Source: an optimization exercise on an open RTL-to-GDS flow (aim: small area and a short achievable clock period). Production flows keep margins and buffers that such runs may drop.
Only simulation tests tie the RTL to the original design; equivalence was not proved.
Power is estimated from default activity; no workload was simulated.

the reference run:
==> module sssp_lane, before the edit <==
module sssp_lane #(
    parameter int ADDR_W = 6
) (
    input  logic              clk,
    input  logic              clr,
    input  logic              present,    
    input  logic [ADDR_W-1:0] idx,
    output logic              hit,        
    output logic [ADDR_W-1:0] hit_idx
);
    localparam int LO_W = ADDR_W / 2;
    localparam int HI_W = ADDR_W - LO_W;
    localparam int LO_N = 2 ** LO_W;
    localparam int HI_N = 2 ** HI_W;
    logic [HI_N*LO_N-1:0] visited;
    logic [LO_N-1:0]      sel_lo;
    logic [HI_N-1:0]      sel_hi;
    logic [HI_N-1:0]      seen_hi;
    logic                 seen;
    always_comb begin
        for (int j = 0; j < LO_N; j++) begin
            sel_lo[j] = present && idx[LO_W-1:0] == LO_W'(j);
        end
        for (int h = 0; h < HI_N; h++) begin
            sel_hi[h] = idx[ADDR_W-1:LO_W] == HI_W'(h);
        end
        for (int h = 0; h < HI_N; h++) begin
            seen_hi[h] = 1'b0;
            for (int j = 0; j < LO_N; j++) begin
                seen_hi[h] = seen_hi[h] | (visited[h * LO_N + j] & sel_lo[j]);
            end
        end
        seen = 1'b0;
        for (int h = 0; h < HI_N; h++) begin
            seen = seen | (seen_hi[h] & sel_hi[h]);
        end
    end
    always_ff @(posedge clk) begin
        for (int h = 0; h < HI_N; h++) begin
            for (int j = 0; j < LO_N; j++) begin
                visited[h * LO_N + j] <= (visited[h * LO_N + j] && !clr) || (sel_lo[j] && sel_hi[h]);
            end
        end
        hit <= present && !(seen && !clr);
        hit_idx <= idx;
    end
endmodule
==> module sssp_top, before the edit <==
module sssp_top #(
    parameter int ADDR_W = 6
) (
    input  logic             clk,
    input  logic             rst,
    input  sssp_pkg::word_t  word_in,
    input  logic             word_in_valid,
    input  sssp_pkg::level_t current_level,
    input  logic             last_input_in,
    output sssp_pkg::word_t  word_out,
    output logic             valid_out,
    output logic             done
);
    localparam int LANES = sssp_pkg::LANE_COUNT;
    localparam int LANE_W = sssp_pkg::LANE_W;
    localparam int TOP = sssp_pkg::WORD_W - 1;
    logic                 ended;
    logic                 rst_d;
    sssp_pkg::lane_mask_t present;
    always_ff @(posedge clk) begin
        rst_d <= rst;
        if (rst) begin
            ended <= 1'b0;
        end else if (last_input_in) begin
            ended <= 1'b1;
        end
    end
    for (genvar k = 0; k < LANES; k++) begin : g_present
        assign present[k] = !rst && !ended && word_in_valid && word_in[TOP - k * LANE_W];
    end
    sssp_pkg::lane_mask_t r_hit;
    logic [ADDR_W-1:0]    r_idx [LANES];
    sssp_pkg::level_t     r_level;
    logic                 r_last;
    for (genvar k = 0; k < LANES; k++) begin : g_lane
        sssp_lane #(
            .ADDR_W (ADDR_W)
        ) u_lane (
            .clk     (clk),
            .clr     (rst_d),
            .present (present[k]),
            .idx     (word_in[TOP - k * LANE_W - (LANE_W - ADDR_W) -: ADDR_W]),
            .hit     (r_hit[k]),
            .hit_idx (r_idx[k])
        );
    end
    always_ff @(posedge clk) begin
        r_last <= !rst && !ended && last_input_in;
        r_level <= current_level;
    end
    sssp_pkg::lane_mask_t s_hit;
    logic [LANES-1:0][2:0] s_pos;
    logic [2:0]           s_fill;
    logic                 s_complete;
    logic                 s_any;
    logic [LANES-1:0][ADDR_W-1:0] s_idx;
    sssp_pkg::level_t     s_level;
    logic                 s_last;
    update_compactor u_compactor (
        .clk    (clk),
        .rst    (rst),
        .hit_in (r_hit),
        .hit    (s_hit),
        .pos    (s_pos),
        .fill   (s_fill),
        .complete (s_complete),
        .any      (s_any)
    );
    always_ff @(posedge clk) begin
        s_last <= !rst && r_last;
        s_level <= r_level;
        for (int k = 0; k < LANES; k++) begin
            s_idx[k] <= r_idx[k];
        end
    end
    update_packer u_packer (
        .clk       (clk),
        .rst       (rst),
        .hit       (s_hit),
        .pos       (s_pos),
        .idx       (s_idx),
        .level     (s_level),
        .fill      (s_fill),
        .complete  (s_complete),
        .any       (s_any),
        .last_in   (s_last),
        .word_out  (word_out),
        .valid_out (valid_out),
        .done      (done)
    );
endmodule
Settings: LEC_CHECK=0, ABC_AREA=1, CAP_MARGIN=20, CORE_MARGIN=2, CORE_UTILIZATION=40, CTS_CLUSTER_DIAMETER=100, CTS_CLUSTER_SIZE=30, SETUP_SLACK_MARGIN=5, SLEW_MARGIN=20; clock period 8.0 ns.
standard.sh (not shown) runs the stock make flow with config.mk's settings and CLKGATE_MAP_FILE= SYNTH_SCRIPT=/design/flow/synth_recipe.tcl, a recipe that flattens the netlist after the stock synthesis.
==> flow/flow/run.sh <==
#!/bin/bash
set -euo pipefail
ports="BUFFER_PORTS_ARGS=-buffer_cell sky130_fd_sc_hd__buf_1"
margin="SETUP_SLACK_MARGIN=5.15"
results=$(sed -n 's/^if \[\[ -f \(.*\)\/6_final.odb \]\]; then$/\1/p' standard.sh)
results=${results//\'/}
test -n "$results"
bash standard.sh "$ports" "$margin" 3_3_place_gp > standard_to_gp.log 2>&1
TIE_ODB="$results/3_3_place_gp.odb" TIE_GROUP=24 openroad -no_init -exit flow/merge_ties.tcl > merge_ties.log 2>&1
bash standard.sh "$ports" "$margin" finish > standard_finish.log 2>&1
==> flow/flow/merge_ties.tcl <==
# After global placement (pins placed, tie cells one per port), let one tie-low
# cell drive up to $group neighbouring constant-zero output ports: the tie cells
# whose LO net reaches only top-level ports are grouped by pin position along
# the die edge, and each group keeps one of them.
set odb $::env(TIE_ODB)
set group $::env(TIE_GROUP)
read_db $odb
set block [ord::get_db_block]
set die [$block getDieArea]
set W [$die xMax]
set H [$die yMax]
set items {}
foreach inst [$block getInsts] {
  if {[[$inst getMaster] getName] ne "sky130_fd_sc_hd__conb_1"} { continue }
  set lo [$inst findITerm LO]
  set net [$lo getNet]
  if {$net eq "NULL" || $net eq ""} { continue }
  set others 0
  foreach it [$net getITerms] { if {[[$it getInst] getName] ne [$inst getName]} { incr others } }
  set bterms [$net getBTerms]
  if {$others != 0 || [llength $bterms] != 1} { continue }
  set bb [[lindex $bterms 0] getBBox]
  set x [expr {([$bb xMin] + [$bb xMax]) / 2}]
  set y [expr {([$bb yMin] + [$bb yMax]) / 2}]
  # position along the die edge, counter-clockwise from the origin
  set d [list $y [expr {$W - $x}] [expr {$H - $y}] $x]
  set e [lsearch -exact $d [tcl::mathfunc::min {*}$d]]
  switch $e {
    0 { set t $x }
    1 { set t [expr {$W + $y}] }
    2 { set t [expr {$W + $H + $W - $x}] }
    3 { set t [expr {2 * $W + $H + $H - $y}] }
  }
  lappend items [list $t $inst $net [lindex $bterms 0]]
}
set items [lsort -real -index 0 $items]
set removed 0
set i 0
foreach it $items {
  if {$i % $group == 0} {
    set keep_net [lindex $it 2]
  } else {
    set bt [lindex $it 3]
    $bt disconnect
    $bt connect $keep_net
    odb::dbInst_destroy [lindex $it 1]
    odb::dbNet_destroy [lindex $it 2]
    incr removed
  }
  incr i
}
puts "merge_ties: [llength $items] port ties, removed $removed, groups of up to $group ports"
write_db $odb
> inputs changed (the reference run -> the trial run)
diff --git a/flow/design.v b/flow/design.v
--- a/flow/design.v
+++ b/flow/design.v
@@ -17,8 +17,9 @@
     parameter int ADDR_W = 6
 ) (
     input  logic              clk,
     input  logic              clr,
+    input  logic              kill,       
     input  logic              present,    
     input  logic [ADDR_W-1:0] idx,
     output logic              hit,        
     output logic [ADDR_W-1:0] hit_idx
@@ -55,9 +56,9 @@
             for (int j = 0; j < LO_N; j++) begin
                 visited[h * LO_N + j] <= (visited[h * LO_N + j] && !clr) || (sel_lo[j] && sel_hi[h]);
             end
         end
-        hit <= present && !(seen && !clr);
+        hit <= present && !kill && !(seen && !clr);
         hit_idx <= idx;
     end
 endmodule
 `timescale 1ns/1ps
@@ -243,19 +244,25 @@
     localparam int LANE_W = sssp_pkg::LANE_W;
     localparam int TOP = sssp_pkg::WORD_W - 1;
     logic                 ended;
     logic                 rst_d;
-    sssp_pkg::lane_mask_t present;
+    sssp_pkg::lane_mask_t i_present;
+    logic [ADDR_W-1:0]    i_idx [LANES];
+    sssp_pkg::level_t     i_level;
+    logic                 i_last;
     always_ff @(posedge clk) begin
         rst_d <= rst;
         if (rst) begin
             ended <= 1'b0;
         end else if (last_input_in) begin
             ended <= 1'b1;
         end
-    end
-    for (genvar k = 0; k < LANES; k++) begin : g_present
-        assign present[k] = !rst && !ended && word_in_valid && word_in[TOP - k * LANE_W];
+        for (int k = 0; k < LANES; k++) begin
+            i_present[k] <= !rst && !ended && word_in_valid && word_in[TOP - k * LANE_W];
+            i_idx[k] <= word_in[TOP - k * LANE_W - (LANE_W - ADDR_W) -: ADDR_W];
+        end
+        i_level <= current_level;
+        i_last <= !rst && !ended && last_input_in;
     end
     sssp_pkg::lane_mask_t r_hit;
     logic [ADDR_W-1:0]    r_idx [LANES];
     sssp_pkg::level_t     r_level;
@@ -265,17 +272,18 @@
             .ADDR_W (ADDR_W)
         ) u_lane (
             .clk     (clk),
             .clr     (rst_d),
-            .present (present[k]),
-            .idx     (word_in[TOP - k * LANE_W - (LANE_W - ADDR_W) -: ADDR_W]),
+            .kill    (rst),
+            .present (i_present[k]),
+            .idx     (i_idx[k]),
             .hit     (r_hit[k]),
             .hit_idx (r_idx[k])
         );
     end
     always_ff @(posedge clk) begin
-        r_last <= !rst && !ended && last_input_in;
-        r_level <= current_level;
+        r_last <= !rst && i_last;
+        r_level <= i_level;
     end
     sssp_pkg::lane_mask_t s_hit;
     logic [LANES-1:0][2:0] s_pos;
     logic [2:0]           s_fill;
### Flow results
Synthesized instance count was lower in the reference run than in the trial run. | via count | the trial run vs the reference run | worse |. Relative to the reference run, register-to-register slack has increased by 0.06 ns in the trial run. Comparing the two runs side by side, the trial run comes out behind the reference run on worst hold slack. The trial run has completed all stages; timing, DRC and antenna checks passed. Between the trial run and the reference run, the first-iteration DRC count is higher for the trial run. Sort the trial run and the reference run by critical path depth desc -> top: the reference run. Diff the reference run -> the trial run: number of logic inverters in the finished layout shrank by 4.5%, end-of-flow core utilization shrank by 1.5 points, clock group share of total power shrank by 0.7 points, final count of hold timing violations held steady. For the trial run, the worst-path cell with the longest stage delay was sky130_fd_sc_hd__dfxtp_4, unlike the reference run, where it was sky130_fd_sc_hd__buf_12. Compared to the reference run, the trial run was floorplanned on a bigger die. Fraction of the mapped netlist area in compound gates: lower on the trial run. Diff the trial run and the reference run: final non-filler cell area higher in the trial run. Side by side, via count of the first global-routing pass turned out higher in the trial run than in the reference run.

afterwards: timing with drivers on the ports:
The results above use ideal ports. As a check the final layouts listed here were re-extracted and re-timed, cells and wires unchanged.
Step 1 assumes that a clkbuf_16 drives the clock port and a buf_2 every other input.
Step 2 moves the port delays by t, midway between the first and last clock arrival at a register: inputs arrive t later, outputs are due t later. That takes back most of the time a late clock gives input paths.
Slacks: ideal ports / drivers / drivers and shift; pairs: ideal ports / drivers.
| run | t, ns | slack for setup (ns) | cell pins on the clock port's net |
|---|---|---|---|
| the reference run | 0.682 | 5.107 / 5.097 / 4.459 | 1 |
| the trial run | 0.738 | 5.092 / 5.016 / 4.521 | 1 |
After both steps every run listed still meets setup and hold. For the reference run, which loses most, drivers alone change the setup slack by -0.010 ns; drivers and shift together by -0.648 ns.
